Context: an optimization exercise on an open-source flow, tuned for small area, a short achievable clock period and few clock cycles per item. The choices shown serve that exercise and are no tape-out recipe.
Only simulation tests tie the RTL to the original design; equivalence was not proved.
Power is estimated from default activity; no workload was simulated.

Setup of run A:
## hue_chroma_key_alpha_unit
module hue_chroma_key_alpha_unit (
    input  logic                               aclk,
    input  logic                               aresetn,
    input  logic                               s_tvalid,
    output logic                               s_tready,
    input  logic [hcka_pkg::S_DATA_W-1:0]      s_tdata,    
    output logic                               m_tvalid,
    input  logic                               m_tready,
    output logic [hcka_pkg::M_DATA_W-1:0]      m_tdata,    
    input  logic                               cfg_wr_en,
    input  logic [hcka_pkg::CFG_IDX_W-1:0]     cfg_index,
    input  logic [hcka_pkg::CFG_W-1:0]         cfg_wdata
);
    logic [BQ_W-1:0] lo_q_reg, hi_q_reg;
    logic [8:0]      lo_rb_reg, hi_rb_reg;    
    logic [BQ_W-1:0] wr_q_ge, wr_q_gt;
    logic [BR_W-1:0] wr_r_ge, wr_r_gt;
    logic              rg_neg, rb_neg, gb_neg;
    logic [CH_W-1:0]   delta, t;
    logic                en1, en2;
    logic                v1_reg;
    logic [S_DATA_W-1:0] s1_rgb_reg;
    logic [CH_W-1:0]     s1_delta_reg, s1_t_reg;
    logic                s1_rg_neg_reg, s1_rb_neg_reg, s1_gb_neg_reg;
    logic [5:0]          sext;
    logic [5:0]          lo_gt_mask, lo_eq_mask, hi_lt_mask, hi_eq_mask;
  ...
export LEC_CHECK = 0
export ABC_AREA = 0
export CAP_MARGIN = 20
export CORE_MARGIN = 2
export CORE_UTILIZATION = 40
export SETUP_SLACK_MARGIN = 2.6
export SLEW_MARGIN = 20
create_clock -name core_clock -period 6.0 [get_ports {aclk}]
standard.sh (not shown) runs the stock make flow with config.mk's settings and CLKGATE_MAP_FILE= SYNTH_SCRIPT=/design/flow/synth_recipe.tcl, a recipe that flattens the netlist after the stock synthesis.
==> flow/flow/run.sh <==
#!/bin/bash
# The standard layout (the standard.sh, unchanged synthesis), with plain buf_1 cells as
# the port buffers in place of the delay buffers that buffer_ports picks by default.
set -euo pipefail
export BUFFER_PORTS_ARGS="-buffer_cell sky130_fd_sc_hd__buf_1"
bash standard.sh finish > standard.log 2>&1
Testbench counts of run A, summed over its fixed seeds: cycles 16,400, items 16,384.
Edits applied to the flow inputs when going from run A to run B:
Settings: ABC_AREA changed from 0 to 1; PLACE_DENSITY newly set to 0.8.
==> run notes <==
Compared with run A, in run B overall global routing resource usage -1.4 points; detailed-router iteration count before antenna repair -1; tapcell count -11%; period utilization -2.2 points; final area -1300 um2. Run B -> run A: clock sink count delta 0, exact match.
Setup changes, run B to run C
Settings: SETUP_SLACK_MARGIN: 2.6 -> 2.4; PLACE_DENSITY: 0.8 -> unset.
Results
Between run C and run B, critical path depth is higher for run B, run C comes in under that. Final area ended up 1.3% higher on run C than on run B. The final cell count number comes out lower for run B vs run C. Per the comparison of run C with run B, core utilization now larger; share of the clock period used by the worst path after layout now larger. Run B → run C: synthesized netlist cell count ~0 delta; combinational power increased by about 4% relative to the old numbers; count of clock-buffer cells in the layout now sits lower.
--- input diff run C..run D ---
Settings: SLEW_MARGIN changed from 20 to 10; SETUP_SLACK_MARGIN changed from 2.4 to 2.6; CAP_MARGIN changed from 20 to 10.
### Flow results
In run D the power per standard cell area turned out about 4% lower than in run C.
| total routing resource utilization after global routing | higher: run C |
Taking run C as the reference point, the relative contribution of the clock network to total power of run D rises by 0.7 points.
The worst setup path startpoint comes out s1_delta_reg[5]$_DFFE_PP_ in one run and s1_delta_reg[6]$_DFFE_PP_ in the other, namely in run D and run C respectively.
The endpoint required time on the critical path on run C is in line with that on run D.
Looking at peak supply drop across run D and run C, the one that comes out lower is run D.
Cell area after placement essentially unchanged between run C and run D.
Taking run C as the reference, in run D wire length on met1 has decreased, reported leakage power decreased 2.0%, number of global-route vias before repair lower, sequential share of layout area saw an increase.
The following lists how run E was set up differently from run D:
Settings: swapping 40 for 60 in CORE_UTILIZATION; swapping 10 for 20 in SLEW_MARGIN; swapping 10 for 20 in CAP_MARGIN.
Findings:
Run E vs. run D: via count climbed 49; length of routed met3 wiring climbed 26%. Re transition time at the pin with the least slew margin: run E is 0.052 ns down on run D.

========
rev 12:
hue_chroma_key_alpha_unit again, from the RTL that the note above started with.
clock: 6.0 ns
lec_check: 0
abc_area: 1
cap_margin: 20
core_margin: 2
core_utilization: 40
gpl_timing_driven: 1
setup_slack_margin: 2.6
slew_margin: 20
Scripts as last shown in full above: flow/flow/run.sh
The flow did not stop early for rev 12: all stages ran, and the layout cleared the timing, design-rule and antenna checks.
Testbench counts of rev 12, summed over its fixed seeds: cycles 16,400, items 16,384.
For rev 13, these inputs were changed with respect to rev 12:
- SYNTH_MINIMUM_KEEP_SIZE newly set to 0
- GPL_TIMING_DRIVEN removed (was 1)
- SYNTH_HIERARCHICAL newly set to 1
[summary]
- Of the two values seen for source of the critical timing path, s1_delta_reg[6] was produced by rev 13 and s1_delta_reg[5] by rev 12.
- [compare] base=rev 12 new=rev 13: count of inserted tapcells rose 14%, final period demand of the worst path went up.
- The final reports for rev 13 and rev 12 show y dimension of the die higher in the former.
- Compared with rev 12, rev 13 degrades register-to-register slack.
- The higher post-synthesis share of cell area spent on full adders, half adders and majority gates came out of rev 12.
- Rev 13 against rev 12: met2 wire length went up; max-capacitance violation count shows no meaningful change; power attributed to combinational cells did not really move; post-route standard cell area excluding fillers climbed 8.0%.
- The higher count of multi-input combinational gates came out of rev 13.

========
hue_chroma_key_alpha_unit again, from the RTL that the note above started with.
==> flow/config.mk <==
export PLATFORM = sky130hd
export DESIGN_NAME = hue_chroma_key_alpha_unit
export DESIGN_NICKNAME = hue_chroma_key_alpha_unit
export VERILOG_FILES = /design/flow/design.v
export SDC_FILE = /design/flow/constraint.sdc
export NUM_CORES = 4
export LEC_CHECK = 0
export ABC_AREA = 1
export CAP_MARGIN = 20
export CORE_MARGIN = 2
export CORE_UTILIZATION = 40
export SETUP_SLACK_MARGIN = 3.0
export SLEW_MARGIN = 20
==> flow/constraint.sdc <==
create_clock -name core_clock -period 6.0 [get_ports {aclk}]
set_input_delay 1.2000 -clock core_clock [delete_from_list [all_inputs] [get_ports {aclk}]]
set_output_delay 1.2000 -clock core_clock [all_outputs]
set_load 0.01 [all_outputs]
Scripts as last shown in full above: flow/flow/run.sh
The baseline ran to the end with no violations.
Testbench counts at the start, summed over its fixed seeds: cycles 16,400, items 16,384.
Edit:
--- a/flow/config.mk
+++ b/flow/config.mk
@@ -12 +11,0 @@
-export SETUP_SLACK_MARGIN = 3.0
=> Sequential power is lower by about 0.5%; via count is lower by 2.8%; flip-flop and latch count is unchanged; synthesized cell count does not change; utilization is lower by 4.2 points; register-to-register slack gets worse by 0.40 ns; clock power is lower by about 3%; wire length is lower by 0.79%.
Edit:
--- a/flow/config.mk
+++ b/flow/config.mk
@@ -11,0 +12 @@
+export SETUP_SLACK_MARGIN = 2.2
Effect: The new run completed without violations; combinational power rose by 17%; synthesized area stays the same; cell area rose by 5.6%; routed wire length rose by 3.5%; register-to-register slack improved by 0.28 ns; via count rose by 2.1%; global-route usage rose by 0.42 points.
Edit:
--- a/flow/config.mk
+++ b/flow/config.mk
@@ -12 +12 @@
-export SETUP_SLACK_MARGIN = 2.2
+export SETUP_SLACK_MARGIN = 2.6
What happened:
- critical path depth went up by 1
- global-route usage falls by 0.71 points
- total power decreases by a few percent
- clock skew hardly moves
- die area does not change
- core utilization is lower by 0.68 points
- routed wire length drops by a few percent
- non-clock buffer count falls by 19
- hold slack barely changes
- first-iteration DRC count rose by well over a third
- synthesized area stays the same

## separate check: timing with driven ports
No port has a modelled driver above. Below, the same layouts with a new extraction and two added sets of constraints.
Step 1, drivers: a clkbuf_16 drives aclk and a buf_2 each remaining input, both assumed.
Step 2 also shifts input and output timing later by t, the mid clock arrival at the registers, as if the neighbouring blocks saw the same clock.
Three values: ideal ports, drivers, drivers and shift; two values: the first two.
| run | t, ns | slack for setup (ns) | worst data-port slew with drivers (ns) | pins driven straight from the clock port |
|---|---|---|---|---|
| run A | 0.406 | 1.997 / 1.997 / 1.997 | 0.07 | 1 |
| run B | 0.387 | 2.131 / 2.131 / 2.131 | 0.07 | 1 |
| run C | 0.399 | 2.119 / 2.119 / 2.119 | 0.04 | 1 |
| run D | 0.404 | 2.166 / 2.166 / 2.166 | 0.04 | 1 |
| run E | 0.396 | 2.221 / 2.221 / 2.221 | 0.04 | 1 |
| rev 12 | 0.404 | 2.166 / 2.166 / 2.166 | 0.04 | 1 |
| rev 13 | 0.389 | 1.984 / 1.984 / 1.984 | 0.04 | 1 |
| the first run of note 3 | 0.391 | 2.259 / 2.259 / 2.259 | 0.07 | 1 |
| the second run of note 3 | 0.395 | 1.855 / 1.855 / 1.855 | 0.04 | 1 |
| the third run of note 3 | 0.396 | 2.131 / 2.131 / 2.131 | 0.04 | 1 |
| the fourth run of note 3 | 0.404 | 2.166 / 2.166 / 2.166 | 0.04 | 1 |
After both steps setup and hold are still met in every run listed.
